Background: an optimization exercise with open tools, aiming at small area, a short achievable clock period and few clock cycles per item. Do not read the settings as production practice. No run shown here included a check of the RTL's function; only the layout flow was run. Power figures rest on the tool's default switching activity, not on a simulated workload.

==> flow/design.v, too long to show whole: its modules and the start of the top module <==
// module cjti_scalar: 82 lines
// module cjti_mul_pos: 1429 lines
// module cjti_mul_vel: 1896 lines
// module cjti_mul_sc: 1138 lines
// module cubic_joint_trajectory_interpolator: 238 lines
module cubic_joint_trajectory_interpolator (
  input  logic         clk,
  input  logic         rst,
  input  logic         start,
  output logic         busy,
  input  logic [1:0]   item_command,
  input  logic [2:0]   item_joint_select,
  input  logic [31:0]  item_start_position,
  input  logic [31:0]  item_goal_position,
  output logic [2:0]   result_joint_index,
  output logic [26:0]  result_sample_time_us,
  output logic [31:0]  result_position,
  output logic [31:0]  result_velocity,
  output logic [30:0]  result_peak_speed,
  output logic         result_last_joint,
  output logic         result_final_sample,
  output logic         result_valid,
  input  logic         cfg_valid,
  output logic         cfg_ready,
  input  logic [2:0]   cfg_index,
  input  logic [26:0]  cfg_data
);
  // ...
==> flow/run.sh <==
#!/bin/bash
# synth_recipe.tcl (not shown) runs the flow's synth.tcl, then flattens the netlist and writes it again
# the make line also repeats each setting of config.mk as NAME=value (left out here)
make -C /OpenROAD-flow-scripts/flow DESIGN_CONFIG=/design/flow/config.mk WORK_HOME=/design/flow/orfs CLKGATE_MAP_FILE= SYNTH_SCRIPT=/design/flow/synth_recipe.tcl finish
==> flow/config.mk <==
export PLATFORM = sky130hd
export DESIGN_NAME = cubic_joint_trajectory_interpolator
export DESIGN_NICKNAME = cubic_joint_trajectory_interpolator
export VERILOG_FILES = /design/flow/design.v
export SDC_FILE = /design/flow/constraint.sdc
export NUM_CORES = 4
export LEC_CHECK = 0
export ABC_CLOCK_PERIOD_IN_PS = 4000
export CAP_MARGIN = 20
export CORE_MARGIN = 2
export CORE_UTILIZATION = 40
export SLEW_MARGIN = 20
==> flow/constraint.sdc <==
create_clock -name core_clock -period 12.5 [get_ports {clk}]
set_input_delay 2.5000 -clock core_clock [delete_from_list [all_inputs] [get_ports {clk}]]
set_output_delay 2.5000 -clock core_clock [all_outputs]
set_load 0.01 [all_outputs]
==> impl_metrics.json, run 1 <==
{
  "stdcell_area_sq_um": 135100,
  "nNonClkInverters": 1655,
  "fin_crit_sh_pct": 58.82,
  "seq_power_uw": 5450,
  "htreeDepth": 4,
  "routed_wl_mm": 420.2,
  "status": "finished clean",
  "insertion_delay_ps": 870,
  "grt_overflow": 0,
  "top_register": "tab_d",
  "num-multi-input-gates": 8763,
  "vdd_ir_drop_max_v": 0.0003109,
  "grt_max_degree": 74,
  "cts_buffer_depth": 4,
  "gp_congestion": 0.9417,
  "cap_violations": 0,
  "firstDrtPassIters": 9,
  "swShare_pct": 42.15,
  "synth_area_sq_um": 123300,
  "intPower_uw": 11690,
  "pwr-share-seq_pct": 27.0,
  "post-cts-setup-buffer-count": 0,
  "multi_input_area_sq_um": 79980,
  "wl_met1_mm": 170.3,
  "grt_usage_pct": 26.26,
  "routedWlPerCell_um": 25.17,
  "n_all_buffers": 520,
  "multi_input_area_share_pct": 59.20,
  "synth_top_family_by_area": "adder cells",
  "drcViolationCount": 0,
  "crit_cells": 26,
  "finalSetupTns_ps": 0,
  "place_inst": 16400,
  "rsz0062_at_grt": "false",
  "yosysTopAreaCell": "fa_1",
  "synthCells": 12780,
  "ys_top_cells_by_count": "inv_1, xnor2_1, fa_1, a22oi_1, clkbuf_1",
  "yosysSeqAreaShare_pct": 27.36,
  "synth_xor_area_share_pct": 11.52
}
==> inputs of run 2 (changes only) <==
==> flow/flow/run.sh (new file) <==
#!/bin/bash
# Standard synthesis and layout (the standard.sh), with timing repair aimed at a
# setup margin of MARGIN ns below the design's clock period. Full make output goes to
# flow_make.log in the work folder; ORFS's per-step logs stay under orfs/logs/.
set -euo pipefail
MARGIN=$(cat flow/margin.txt)
bash standard.sh SETUP_SLACK_MARGIN="$MARGIN" finish > flow_make.log 2>&1
==> flow/flow/margin.txt (new file) <==
8
==> flow/standard.sh (new file) <==
#!/bin/bash
# synth_recipe.tcl (not shown) runs the flow's synth.tcl, then flattens the netlist and writes it again
# the make line also repeats each setting of config.mk as NAME=value (left out here)
make -C /OpenROAD-flow-scripts/flow DESIGN_CONFIG=/design/flow/config.mk WORK_HOME=/design/flow/orfs CLKGATE_MAP_FILE= SYNTH_SCRIPT=/design/flow/synth_recipe.tcl "${@:-finish}"
removed: flow/run.sh
==> impl_metrics.json, run 2 <==
{
  "die_h_um": 559.1,
  "setup_violations": 0,
  "insertion_delay_ps": 860,
  "dpl.hpwl_mm": 280.1,
  "status": "finished clean",
  "drtIter0Drc": 12590,
  "die_w_um": 559.1,
  "synth_seq_cells": 1364,
  "boundaryPins": 233,
  "cts_buffer_depth": 4,
  "hold_class": "reg -> reg",
  "clk_pin_slew_ps": 60,
  "yosysMostFrequentCell": "inv_1",
  "final_cells": 17170,
  "grt_pass1_wl_mm": 651.8,
  "drive_above_1_share_pct": 14.50,
  "power.density_nw_per_um2": 145.5,
  "yosysSeqAreaShare_pct": 27.36,
  "worstPathRequired_ps": 13130,
  "worst_pin_slew_ps": 1158,
  "place_inst": 16410,
  "die_area_sq_um": 312600,
  "firstDrtPassIters": 7,
  "synth-edff-count": 641,
  "syn_nets": 14650,
  "relSlewSlack_pct": 22.70,
  "ys_async_sr_fraction_pct": 0,
  "synthTopCellsByArea": "fa_1, edfxtp_1, dfxtp_1, xnor2_1, a22oi_1",
  "critPathLaunchType": "flip-flop",
  "synth_top_area_share_pct": 19.44,
  "nFillCells": 28310,
  "clock_skew_ps": 107.5,
  "final-max-slew-violation-count": 0,
  "rows": 203,
  "slowest_delay_ps": 540,
  "first_global_vias": 99740,
  "nNetsFinal": 14790,
  "power.share.clock_pct": 22.5,
  "synthCells": 12780,
  "crit_type": "reg -> reg",
  "rsz0062_at_grt": "true",
  "routedWlPerCell_um": 26.02,
  "vdd_ir_drop_max_v": 0.0001941,
  "grt_max_degree": 113,
  "fin_crit_sh_pct": 48.09,
  "fin_crit_ps": 6011,
  "synthFlopType": "dfxtp_1",
  "critPathArrivalTime_ps": 6640,
  "synth.distinct_cells": 98,
  "start_util_pct": 40.24,
  "swShare_pct": 42.78,
  "top_register": "tab_d",
  "layout_commonest_cell": "inv_1",
  "clockRootBuffer": "clkbuf_16",
  "area_growth_pct": 18.44,
  "hold_violations": 0,
  "cts.sinks": 1364,
  "p_leak_uw": 0.05672,
  "io_buffers": 232,
  "largest_reg_flops": 198,
  "pwr-share-seq_pct": 25.6,
  "grt_overflow": 0,
  "vias_per_cell": 5.882,
  "reg_top3": "tab_d x198, tab_st x192, u_sc.cs_s x53",
  "core_sq_um": 306300,
  "finalSetupTns_ps": 0,
  "cap_violations": 0,
  "p_sw_uw": 9088,
  "synth_warnings": 2,
  "antenna_found_initial": 23,
  "cts_tree": "built",
  "end_kind": "flip-flop",
  "antenna_left": 0,
  "yosysTopAreaCell": "fa_1",
  "drcViolationCount": 0,
  "combPwrFrac_pct": 51.9,
  "critPathMaxFanout": 7,
  "grt_usage_pct": 27.38,
  "ys_top_cells_by_count": "inv_1, xnor2_1, fa_1, a22oi_1, clkbuf_1",
  "crit_path_frequent_cell": "o21a_1",
  "cpMaxStageDelayCell": "or4_4",
  "cts_buffers": 158,
  "intPower_uw": 12160,
  "final_cell_mix": "inv_1, xnor2_1, fa_1",
  "vias": 101000,
  "synth_area_sq_um": 123300,
  "gp_congestion": 0.9229,
  "htreeDepth": 4,
  "fmax_mhz": 166.4,
  "postSynthAreaPerCell_sq_um": 9.643,
  "routed_wl_mm": 446.7
}
==> run 2: per-stage QoR <==
stage	hold WS (ps)	worst slack [ps]	instance area, sq um	total power [uW]	utilization (%)
finish	329.9	6489	146000	21240	47.66
global placement	312.0	4891	130000	15420	42.43
CTS	331.9	6613	142700	20720	46.57
global route	333.8	6218	146000	22380	47.66
floorplan	309.6	6913	124000	11540	-
detailed placement	315.0	4946	130000	15540	42.43
==> run 2: final timing paths <==
| check | from | end | slack [ps] | cells past startpoint |
|---|---|---|---|---|
| worst max-delay path | f1v_s[0] | result_peak_speed[23] | 6490 | 29 |
| worst min-delay path | op_j[0] | f1_j[0] | 330 | 0 |
| worst max register to register | f1v_s[0] | result_peak_speed[23] | 6490 | 29 |
| worst min register to register | op_j[0] | f1_j[0] | 330 | 0 |
==> run 2: power by group through the flow <==
stage,clock (uW),sequential [uW],combinational [uW]
after global placement,0,5520,9900
after detailed placement,0,5520,10000
after CTS,4870,5420,10400
after global routing,5040,5460,11900
final,4780,5440,11000
after floorplan,0,5460,6090
==> run 2: cells by family (layout without fill, tap and decap cells) <==
kind of cell | count (synthesis) | in the layout | share of synthesized area [%]
AOI/OAI and AO/OA | 2955 | 2962 | 16.46
adders and majority gates | 1776 | 1776 | 25.29
xor gates and xnor gates | 1622 | 1622 | 11.52
and+or+nand+nor | 2152 | 2153 | 8.461
muxes | 258 | 258 | 2.796
DFF | 1364 | 1364 | 27.36
buffers and inverters | 2657 | 2923 | 8.118
other | 0 | 8 | 0
==> run 2: timing repair <==
| action | 4_1_cts | 5_1_grt |
|---|---|---|
| gates cloned | 62 | 17 |
| buffers inserted | 253 | 132 |
| resized for setup | 836 | 455 |
| endpoints found under the hold margin | 0 | 0 |
| pin swaps | 184 | 259 |
| hold buffers | 0 | 0 |
| endpoints found under the setup margin | 293 | 240 |
==> run 2: layout make-up <==
class,instances,area (sq um),area share (%)
Tap cell,4100,5130,3.514
Clock inverter,82,925.9,0.6341
Clock buffer,207,4373,2.995
Antenna cell,8,20.02,0.01371
Sequential cell,1364,33970,23.27
Inverter,1655,6315,4.325
Timing Repair Buffer,978,11920,8.162
Multi-Input combinational cell,8771,83340,57.08
Timing Repair inverter,1,8.758,0.005999
==> run 2: layer usage <==
metal	global-route usage (%)	wire, um	part of all wire [%]	vias up
met5	0	68	0.015	-
met4	13.43	26930	6.0	10
met3	7.398	52420	12	1524
met2	41.74	193700	43	6113
met1	35.79	173600	39	49550
li1	-	-	-	43770
==> run 2: worst max-delay path: cells and delay by family (launching register included) <==
| family | cells | cell delay [ps] |
|---|---|---|
| xor gates and xnor gates | 1 | 180 |
| and+or+nand+nor | 6 | 1400 |
| muxes | 1 | 180 |
| adders and majority gates | 2 | 520 |
| AOI/OAI and AO/OA | 14 | 2500 |
| buffers and inverters | 5 | 760 |
| DFF | 1 | 330 |
==> module cjti_scalar, before the edit <==
module cjti_scalar (
  input  logic        clk,
  input  logic        rst,
  input  logic        go_step,      
  input  logic        go_cfg,       
  input  logic [20:0] idx,
  input  logic [24:0] tau_step,
  input  logic [27:0] inv6,
  input  logic [19:0] time_step,
  input  logic [24:0] tau_n,
  output logic        tau_load,     
  output logic [24:0] tau_val,
  output logic        x_load,       
  output logic [27:0] x_val,
  output logic        p_wr,         
  output logic [24:0] s_val,
  output logic [33:0] g_val,
  output logic        run_k0,       
  output logic        running
);
  logic [24:0] sm_a;
  logic [27:0] sm_b;
  logic        r23, r15;
  logic [52:0] cs_s, cs_c;
  logic [52:0] ms, mc;
  logic        mcin;
  logic [52:0] prod;
  logic [5:0]  sq;    
  logic [2:0]  cq;    
  logic [24:0] t2_r, t3_r;
  logic [26:0] s3, s2x, sd;
  cjti_mul_sc u_mul (.a(sm_a), .b(sm_b), .r23(r23), .r15(r15), .rs(ms), .rc(mc), .cin(mcin));
  assign prod = cs_s + cs_c;
  assign running = |sq | |cq;
  wire k0 = go_step | cq[2];
  assign run_k0 = k0;
  always_ff @(posedge clk) begin
    cs_s <= ms;
    cs_c <= mc;
    if (rst) begin
      sq <= '0;
      cq <= '0;
    end else begin
      sq <= {sq[4:0], k0};
      cq <= {cq[1:0], go_cfg};
    end
  end
  always_ff @(posedge clk) begin
    if (go_cfg) begin
      sm_a <= 25'(idx);
      sm_b <= 28'(tau_step);
      r23 <= 1'b0;
      r15 <= 1'b0;
    end else if (cq[0]) begin
      sm_b <= 28'(time_step);
    end else if (k0) begin
      sm_a <= tau_n;
      sm_b <= 28'(tau_n);
      r23 <= 1'b1;
      r15 <= 1'b0;
    end else if (sq[1]) begin
      sm_a <= prod[48:24];
    end else if (sq[3]) begin
      sm_a <= sm_b[24:0] - t2_r;
      sm_b <= inv6;
      r23 <= 1'b0;
      r15 <= 1'b1;
    end
    if (sq[1]) t2_r <= prod[48:24];
    if (sq[3]) t3_r <= prod[48:24];
  end
  assign tau_load = cq[1];
  assign tau_val = (prod > 53'(cjti_pkg::Q_ONE)) ? cjti_pkg::Q_ONE : prod[24:0];
  assign x_load = cq[2];
  assign x_val = (prod >= 53'(1 << 27)) ? 28'(1 << 27) : prod[27:0];
  assign s3 = 27'(t2_r) + 27'({t2_r, 1'b0});
  assign s2x = 27'({t3_r, 1'b0});
  assign sd = s3 - s2x;
  assign p_wr = sq[5];
  assign s_val = (s2x > s3) ? 25'd0 : (sd > 27'(cjti_pkg::Q_ONE)) ? cjti_pkg::Q_ONE : sd[24:0];
  assign g_val = prod[49:16];
endmodule
==> module cubic_joint_trajectory_interpolator, before the edit <==
module cubic_joint_trajectory_interpolator (
  input  logic         clk,
  input  logic         rst,
  input  logic         start,
  output logic         busy,
  input  logic [1:0]   item_command,
  input  logic [2:0]   item_joint_select,
  input  logic [31:0]  item_start_position,
  input  logic [31:0]  item_goal_position,
  output logic [2:0]   result_joint_index,
  output logic [26:0]  result_sample_time_us,
  output logic [31:0]  result_position,
  output logic [31:0]  result_velocity,
  output logic [30:0]  result_peak_speed,
  output logic         result_last_joint,
  output logic         result_final_sample,
  output logic         result_valid,
  input  logic         cfg_valid,
  output logic         cfg_ready,
  input  logic [2:0]   cfg_index,
  input  logic [26:0]  cfg_data
);
  logic        busy_r, cfg_ready_r;
  logic [2:0]  bcnt;
  logic        cfg_run;
  logic        acc_step, acc_restart, ld_v;
  logic [2:0]  ld_sel;
  logic [31:0] ld_st, ld_gl;
  logic        cw_v, cw_v2;
  logic [2:0]  cw_idx;
  logic [26:0] cw_data;
  assign busy = busy_r;
  assign cfg_ready = cfg_ready_r;
  wire accept = start & ~busy_r;
  wire acc_step_now = accept & (item_command == cjti_pkg::CMD_STEP);
  wire cfg_acc_now = cfg_valid & cfg_ready_r;
  logic        p_wr;
  logic [2:0]  bcnt_n;
  logic        cfg_run_n;
  assign bcnt_n = acc_step_now ? 3'd5 : (bcnt != 3'd0) ? bcnt - 3'd1 : 3'd0;
  assign cfg_run_n = cfg_acc_now | (cfg_run & ~(p_wr & ~cw_v));
  always_ff @(posedge clk) begin
    ld_sel <= item_joint_select;
    ld_st <= item_start_position;
    ld_gl <= item_goal_position;
    cw_idx <= cfg_index;
    cw_data <= cfg_data;
    if (rst) begin
      acc_step <= 1'b0;
      acc_restart <= 1'b0;
      ld_v <= 1'b0;
      cw_v <= 1'b0;
      cw_v2 <= 1'b0;
      bcnt <= 3'd0;
      cfg_run <= 1'b0;
      busy_r <= 1'b0;
      cfg_ready_r <= 1'b1;
    end else begin
      acc_step <= acc_step_now;
      acc_restart <= accept & (item_command == cjti_pkg::CMD_RESTART);
      ld_v <= accept & (item_command == cjti_pkg::CMD_LOAD) & (item_joint_select < 3'd6);
      cw_v <= cfg_acc_now;
      cw_v2 <= cw_v;
      bcnt <= bcnt_n;
      cfg_run <= cfg_run_n;
      busy_r <= (bcnt_n != 3'd0) | cfg_run_n;
      cfg_ready_r <= ~cfg_run_n;
    end
  end
  logic [24:0] tau_step;
  logic [27:0] inv6;         
  logic [19:0] time_step;
  logic [26:0] duration;
  logic [20:0] point_count;
  always_ff @(posedge clk) begin
    if (rst) begin
      tau_step <= 25'd16777;
      inv6 <= 28'd393216;
      time_step <= 20'd1000;
      duration <= 27'd1000000;
      point_count <= 21'd1001;
    end else if (cw_v) begin
      case (cw_idx)
        cjti_pkg::CFG_TAU_STEP:     tau_step <= cw_data[24:0];
        cjti_pkg::CFG_INV_DURATION: inv6 <= 28'({cw_data[24:0], 2'b00}) + 28'({cw_data[24:0], 1'b0});
        cjti_pkg::CFG_TIME_STEP:    time_step <= cw_data[19:0];
        cjti_pkg::CFG_DURATION:     duration <= cw_data;
        cjti_pkg::CFG_POINT_COUNT:  point_count <= cw_data[20:0];
        default: ;
      endcase
    end
  end
  logic [31:0] tab_st [6];
  logic [32:0] tab_d [6];
  logic [5:0]  tab_v;        
  wire  [32:0] ld_d = {ld_gl[31], ld_gl} - {ld_st[31], ld_st};
  always_ff @(posedge clk) begin
    if (ld_v) begin
      tab_st[ld_sel] <= ld_st;
      tab_d[ld_sel] <= ld_d;
    end
    if (rst) tab_v <= '0;
    else if (ld_v) tab_v[ld_sel] <= 1'b1;
  end
  logic [20:0] idx;
  logic [24:0] tau_n;        
  logic [27:0] x_cur;        
  logic [24:0] p_s;          
  logic [33:0] p_g;          
  logic [26:0] step_tus;
  logic        step_fin;
  logic        pk_clr;       
  wire act = idx < point_count;
  wire go = acc_step & act;
  logic        run_k0, tau_load, x_load, running;
  logic [24:0] tau_val, s_val;
  logic [27:0] x_val;
  logic [33:0] g_val;
  cjti_scalar u_sc (
    .clk(clk), .rst(rst), .go_step(go), .go_cfg(cw_v2), .idx(idx), .tau_step(tau_step),
    .inv6(inv6), .time_step(time_step), .tau_n(tau_n), .tau_load(tau_load), .tau_val(tau_val),
    .x_load(x_load), .x_val(x_val), .p_wr(p_wr), .s_val(s_val), .g_val(g_val),
    .run_k0(run_k0), .running(running)
  );
  wire [25:0] tau_sum = 26'(tau_n) + 26'(tau_step);
  wire [27:0] x_sum = x_cur + 28'(time_step);
  always_ff @(posedge clk) begin
    if (rst) begin
      idx <= '0;
      tau_n <= 25'd16777;
      x_cur <= '0;
      p_s <= '0;
      p_g <= '0;
      pk_clr <= 1'b1;
    end else begin
      if (acc_restart) begin
        idx <= '0;
        tau_n <= (tau_step > cjti_pkg::Q_ONE) ? cjti_pkg::Q_ONE : tau_step;
        x_cur <= '0;
        p_s <= '0;
        p_g <= '0;
        pk_clr <= 1'b1;
      end else begin
        if (go) begin
          idx <= idx + 21'd1;
          x_cur <= (x_sum > 28'(1 << 27)) ? 28'(1 << 27) : x_sum;
          pk_clr <= 1'b0;
        end
        if (x_load) x_cur <= x_val;
        if (tau_load) tau_n <= tau_val;
        else if (run_k0) tau_n <= (tau_sum > 26'(cjti_pkg::Q_ONE)) ? cjti_pkg::Q_ONE : tau_sum[24:0];
        if (p_wr) begin
          p_s <= s_val;
          p_g <= g_val;
        end
      end
    end
  end
  always_ff @(posedge clk) begin
    if (go) begin
      step_tus <= (x_cur > 28'(duration)) ? duration : x_cur[26:0];
      step_fin <= ({1'b0, idx} + 22'd1) == {1'b0, point_count};
    end
  end
  logic        feeding;
  logic [2:0]  fcnt;
  logic        op_v, op_clr;
  logic [2:0]  op_j;
  logic [32:0] op_d;
  logic [31:0] op_st;
  always_ff @(posedge clk) begin
    op_j <= fcnt;
    op_clr <= go & pk_clr;
    op_d <= tab_v[fcnt] ? tab_d[fcnt] : 33'd0;
    op_st <= tab_v[fcnt] ? tab_st[fcnt] : 32'd0;
    if (rst) begin
      feeding <= 1'b0;
      fcnt <= 3'd0;
      op_v <= 1'b0;
    end else begin
      op_v <= go | feeding;
      if (go | feeding) begin
        fcnt <= (fcnt == 3'd5) ? 3'd0 : fcnt + 3'd1;
        feeding <= (fcnt != 3'd5);
      end
    end
  end
  logic [31:0] mp_s, mp_c;
  logic        mp_ci;
  logic [42:0] mv_s, mv_c;
  logic        mv_ci;
  cjti_mul_pos u_mp (.d(op_d), .st(op_st), .s(p_s), .rs(mp_s), .rc(mp_c), .cin(mp_ci));
  cjti_mul_vel u_mv (.d(op_d), .g(p_g), .rs(mv_s), .rc(mv_c), .cin(mv_ci));
  logic        f1_v, f1_clr;
  logic [2:0]  f1_j;
  logic [31:0] f1p_s, f1p_c;
  logic        f1p_ci;
  logic [42:0] f1v_s, f1v_c;
  logic        f1v_ci;
  always_ff @(posedge clk) begin
    f1_j <= op_j;
    f1_clr <= op_clr;
    f1p_s <= mp_s;
    f1p_c <= mp_c;
    f1p_ci <= mp_ci;
    f1v_s <= mv_s;
    f1v_c <= mv_c;
    f1v_ci <= mv_ci;
    if (rst) f1_v <= 1'b0;
    else f1_v <= op_v;
  end
  wire [32:0] pos_w = {f1p_s, 1'b1} + {f1p_c, f1p_ci};
  wire [43:0] x_w = {f1v_s, 1'b1} + {f1v_c, f1v_ci};
  wire [31:0] pos = pos_w[32:1];
  wire [42:0] x = x_w[43:1];
  wire ovp = ~x[42] & (|x[41:31]);
  wire ovn = x[42] & ~(&x[41:31]);
  wire [31:0] vel = ovp ? 32'h7FFF_FFFF : ovn ? 32'h8000_0000 : x[31:0];
  wire spd_sat = ovp | ovn | (x[42] & (x[30:0] == 31'd0));
  wire [30:0] spd = spd_sat ? 31'h7FFF_FFFF : x[42] ? (~x[30:0] + 31'd1) : x[30:0];
  wire [30:0] pk_base = f1_clr ? 31'd0 : result_peak_speed;
  wire [30:0] pk_next = (spd > pk_base) ? spd : pk_base;
  always_ff @(posedge clk) begin
    if (f1_v) begin
      result_joint_index <= f1_j;
      result_position <= pos;
      result_velocity <= vel;
      result_peak_speed <= pk_next;
      result_last_joint <= (f1_j == 3'd5);
      if (f1_j == 3'd0) begin
        result_sample_time_us <= step_tus;
        result_final_sample <= step_fin;
      end
    end
    if (rst) result_valid <= 1'b0;
    else result_valid <= f1_v;
  end
endmodule
==> inputs of run 3 (changes only) <==
--- a/flow/design.v
+++ b/flow/design.v
@@ -40,3 +40,3 @@
   logic [2:0]  cq;    
-  logic [24:0] t2_r, t3_r;
+  logic [24:0] t2_r, t3_r, s_tmp, s_new;
   logic [26:0] s3, s2x, sd;
@@ -81,7 +81,8 @@
     if (sq[3]) t3_r <= prod[48:24];
+    if (sq[4]) s_tmp <= s_new;
   end
   assign tau_load = cq[1];
-  assign tau_val = (prod > 53'(cjti_pkg::Q_ONE)) ? cjti_pkg::Q_ONE : prod[24:0];
+  assign tau_val = ((|prod[52:25]) | (prod[24] & (|prod[23:0]))) ? cjti_pkg::Q_ONE : prod[24:0];
   assign x_load = cq[2];
-  assign x_val = (prod >= 53'(1 << 27)) ? 28'(1 << 27) : prod[27:0];
+  assign x_val = (|prod[52:27]) ? 28'(1 << 27) : prod[27:0];
   assign s3 = 27'(t2_r) + 27'({t2_r, 1'b0});
@@ -90,3 +91,4 @@
   assign p_wr = sq[5];
-  assign s_val = (s2x > s3) ? 25'd0 : (sd > 27'(cjti_pkg::Q_ONE)) ? cjti_pkg::Q_ONE : sd[24:0];
+  assign s_new = (s2x > s3) ? 25'd0 : (sd > 27'(cjti_pkg::Q_ONE)) ? cjti_pkg::Q_ONE : sd[24:0];
+  assign s_val = s_tmp;
   assign g_val = prod[49:16];
@@ -4701,3 +4703,3 @@
           idx <= idx + 21'd1;
-          x_cur <= (x_sum > 28'(1 << 27)) ? 28'(1 << 27) : x_sum;
+          x_cur <= (x_sum[27] & (|x_sum[26:0])) ? 28'(1 << 27) : x_sum;
           pk_clr <= 1'b0;
@@ -4706,3 +4708,3 @@
         if (tau_load) tau_n <= tau_val;
-        else if (run_k0) tau_n <= (tau_sum > 26'(cjti_pkg::Q_ONE)) ? cjti_pkg::Q_ONE : tau_sum[24:0];
+        else if (run_k0) tau_n <= (tau_sum[25] | (tau_sum[24] & (|tau_sum[23:0]))) ? cjti_pkg::Q_ONE : tau_sum[24:0];
         if (p_wr) begin
@@ -4776,12 +4778,25 @@
   wire [30:0] spd = spd_sat ? 31'h7FFF_FFFF : x[42] ? (~x[30:0] + 31'd1) : x[30:0];
-  wire [30:0] pk_base = f1_clr ? 31'd0 : result_peak_speed;
-  wire [30:0] pk_next = (spd > pk_base) ? spd : pk_base;
+  logic        f2_v, f2_clr;
+  logic [2:0]  f2_j;
+  logic [31:0] f2_pos, f2_vel;
+  logic [30:0] f2_spd;
   always_ff @(posedge clk) begin
-    if (f1_v) begin
-      result_joint_index <= f1_j;
-      result_position <= pos;
-      result_velocity <= vel;
+    f2_j <= f1_j;
+    f2_clr <= f1_clr;
+    f2_pos <= pos;
+    f2_vel <= vel;
+    f2_spd <= spd;
+    if (rst) f2_v <= 1'b0;
+    else f2_v <= f1_v;
+  end
+  wire [30:0] pk_base = f2_clr ? 31'd0 : result_peak_speed;
+  wire [30:0] pk_next = (f2_spd > pk_base) ? f2_spd : pk_base;
+  always_ff @(posedge clk) begin
+    result_joint_index <= f2_j;
+    result_position <= f2_pos;
+    result_velocity <= f2_vel;
+    result_last_joint <= (f2_j == 3'd5);
+    if (f2_v) begin
       result_peak_speed <= pk_next;
-      result_last_joint <= (f1_j == 3'd5);
-      if (f1_j == 3'd0) begin
+      if (f2_j == 3'd0) begin
         result_sample_time_us <= step_tus;
@@ -4791,3 +4806,3 @@
     if (rst) result_valid <= 1'b0;
-    else result_valid <= f1_v;
+    else result_valid <= f2_v;
   end
==> impl_metrics.json, run 3 <==
{
  "whs_ps": 324.4,
  "multi_input_area_sq_um": 82180,
  "clock_skew_ps": 95.67,
  "cts.sinks": 1489,
  "first_global_vias": 100100,
  "relSlewSlack_pct": 22.99,
  "clockRootBuffer": "clkbuf_16",
  "antenna_found_initial": 27,
  "final_cell_mix": "inv_1, xnor2_1, fa_1",
  "top_register": "tab_d",
  "synthTopCellsByArea": "fa_1, edfxtp_1, dfxtp_1, xnor2_1, a22oi_1",
  "syn_nets": 14700,
  "synth_area_sq_um": 125200,
  "htreeDepth": 4,
  "largest_reg_flops": 198,
  "worst_pin_slew_ps": 1151,
  "ff_latch_area_sq_um": 36030,
  "ys_top_cells_by_count": "inv_1, xnor2_1, fa_1, a22oi_1, dfxtp_1",
  "fmax_mhz": 187.2,
  "critPathLaunchType": "flip-flop",
  "die_w_um": 563.4,
  "synth-edff-count": 598,
  "grt_pass1_wl_mm": 669.6,
  "critPathArrivalTime_ps": 6040,
  "critPathMaxFanout": 6,
  "synthCells": 12830,
  "crit_type": "reg -> reg",
  "rsz0062_at_grt": "true",
  "routed_wl_mm": 467.2,
  "cts_buffer_depth": 4,
  "antenna_left": 0,
  "ys_async_sr_fraction_pct": 0,
  "grt_usage_pct": 28.19,
  "p_leak_uw": 0.05831,
  "vias_per_cell": 5.980,
  "status": "finished clean",
  "drcViolationCount": 0,
  "routedWlPerCell_um": 27.06,
  "yosysSeqAreaShare_pct": 28.60,
  "start_util_pct": 40.16,
  "synthFlopType": "dfxtp_1",
  "layout_commonest_cell": "inv_1",
  "grt_overflow": 0,
  "postSynthAreaPerCell_sq_um": 9.754,
  "setup_violations": 0,
  "power.density_nw_per_um2": 147.5,
  "synth_top_area_share_pct": 19.14,
  "cap_violations": 0,
  "area_growth_pct": 18.12,
  "finalSetupTns_ps": 0,
  "die_h_um": 563.4,
  "end_kind": "flip-flop",
  "nNetsFinal": 14830,
  "core_sq_um": 311600,
  "fin_crit_sh_pct": 42.73,
  "synth_warnings": 2,
  "yosysTopAreaCell": "fa_1",
  "drtIter0Drc": 13650,
  "synth.distinct_cells": 93,
  "postLayoutCoreUtil_pct": 47.44,
  "grt_max_degree": 98,
  "reg_top3": "tab_d x198, tab_st x192, u_sc.cs_s x53",
  "vias": 103300,
  "cts_tree": "built",
  "fin_crit_ps": 5341,
  "final-max-slew-violation-count": 0,
  "insertion_delay_ps": 880,
  "gp_congestion": 0.9246,
  "io_buffers": 232,
  "die_area_sq_um": 317400,
  "clk_pin_slew_ps": 60,
  "drive_above_1_share_pct": 13.42,
  "hold_violations": 0,
  "boundaryPins": 233,
  "rows": 205,
  "worstPathRequired_ps": 13200,
  "hold_class": "reg -> reg",
  "synth_seq_cells": 1489,
  "dpl.hpwl_mm": 279.5,
  "firstDrtPassIters": 14,
  "yosysMostFrequentCell": "inv_1",
  "total_power_uw": 21810,
  "cts_buffers": 174,
  "nFillCells": 28550,
  "vdd_ir_drop_max_v": 0.0002384
}
## run 3: cell types whose count changed after synthesis, moves of 24 or more
cell / change
dfxtp_1: +168
xor2_1: -67
xnor2_1: +57
edfxtp_1: -43
inv_1: -43
mux2i_1: +38
a21oi_1: -35
and2_1: -33
o21ai_0: -32
nand4_1: -31
nand2_1: +26
nand3b_1: -24
## run 3: timing repair
action / CTS / global route
hold buffers: 0 / 0
gates resized for setup: 645 / 399
pin swaps: 113 / 183
endpoints found under the setup margin: 313 / 263
cloned: 73 / 19
buffers inserted: 240 / 116
## run 3: area by class of cell
cell class,instances,area share [%]
Multi-Input combinational cell,8730,55.58
Sequential cell,1489,24.37
Timing Repair Buffer,953,8.150
Inverter,1617,4.250
Tap cell,4140,3.503
Clock buffer,220,3.292
Clock inverter,103,0.8082
Timing Repair inverter,4,0.02877
Antenna cell,11,0.01862
## run 3: critical path: stages (launching register included)
cell,delay (ps)
edfxtp_1,430
ha_1,320
a21o_1,190
a21oi_2,200
o21ai_2,90
a41o_1,280
a2111oi_4,410
nor2_2,100
xnor2_1,140
ha_1,320
nand3_2,90
or4b_4,490
a211o_1,350
a311oi_2,310
o211ai_1,140
a21bo_2,230
a311oi_2,190
o21bai_1,90
mux2_4,300
or2_4,270
and3b_1,210
## run 3: cell families (layout without fill, tap and decap cells)
family	Yosys count	after routing	synth area share (%)
xor gates and xnor gates	1612	1612	11.28
muxes	313	313	3.211
DFF	1489	1489	28.60
other	0	11	0
adders and majority gates	1772	1772	24.87
buffers and inverters	2620	2897	7.873
and+or+nand+nor	2119	2123	8.060
AOI/OAI and AO/OA	2908	2910	16.11
## run 3: layer usage
metal / vias to the layer above / part of all wire, % / GRT usage, % / wire, um
li1: 43950 / - / - / -
met1: 50440 / 38 / 36.65 / 179400
met2: 6868 / 42 / 41.97 / 197400
met3: 1981 / 12 / 8.137 / 57610
met4: 20 / 7.0 / 15.64 / 32620
met5: - / 0.041 / 0.1958 / 190
## run 3: where the power goes
group,switching [uW],internal [uW],total [uW]
Clock,2240,3150,5390
Combinational,6590,3900,10500
Sequential,214,5710,5920
## run 3: worst paths after layout
| path | start | to | slack, ps | depth (start not counted) |
|---|---|---|---|---|
| worst max-delay path | u_sc.t2_r[2] | u_sc.s_tmp[8] | 7160 | 20 |
| worst min-delay path | f2_pos[11] | result_position[11] | 320 | 0 |
| worst max register to register | u_sc.t2_r[2] | u_sc.s_tmp[8] | 7160 | 20 |
| worst min register to register | f2_pos[11] | result_position[11] | 320 | 0 |
## run 3: through the flow
stage,worst slack [ps],area (sq um),instances
after global placement,6587,131700,16480
after CTS,7183,144900,17120
after floorplan,6955,125700,12830
after detailed placement,6564,131700,16490
after global routing,6851,147800,17260
final,7159,147900,17270

==> port drivers added, routing unchanged <==
How much do the figures lean on ideal ports? The routed layouts below were timed once more, with nothing changed but the port constraints.
Step 1: set_driving_cell puts a clkbuf_16 on clk and a buf_2 on each other input, an assumption about the parent block.
Step 2 times the ports against the registers' clock, not the clock port: input delays grow and output delays shrink by t, the midpoint of the rising clock arrivals with the driver on.
Three values: ideal, step 1, step 2; two values: the first two.
| run | t, ns | setup slack, ns | clock arrival spread, ns | worst register clock-pin slew, ns |
|---|---|---|---|---|
| run 1 | 0.926 | 5.147 / 5.147 / 5.147 | 0.086 / 0.086 | 0.07 / 0.07 |
| run 2 | 0.912 | 6.489 / 6.489 / 6.489 | 0.114 / 0.114 | 0.07 / 0.07 |
| run 3 | 0.948 | 7.159 / 7.159 / 7.159 | 0.108 / 0.109 | 0.08 / 0.08 |
After both steps setup and hold are still met in every run listed.
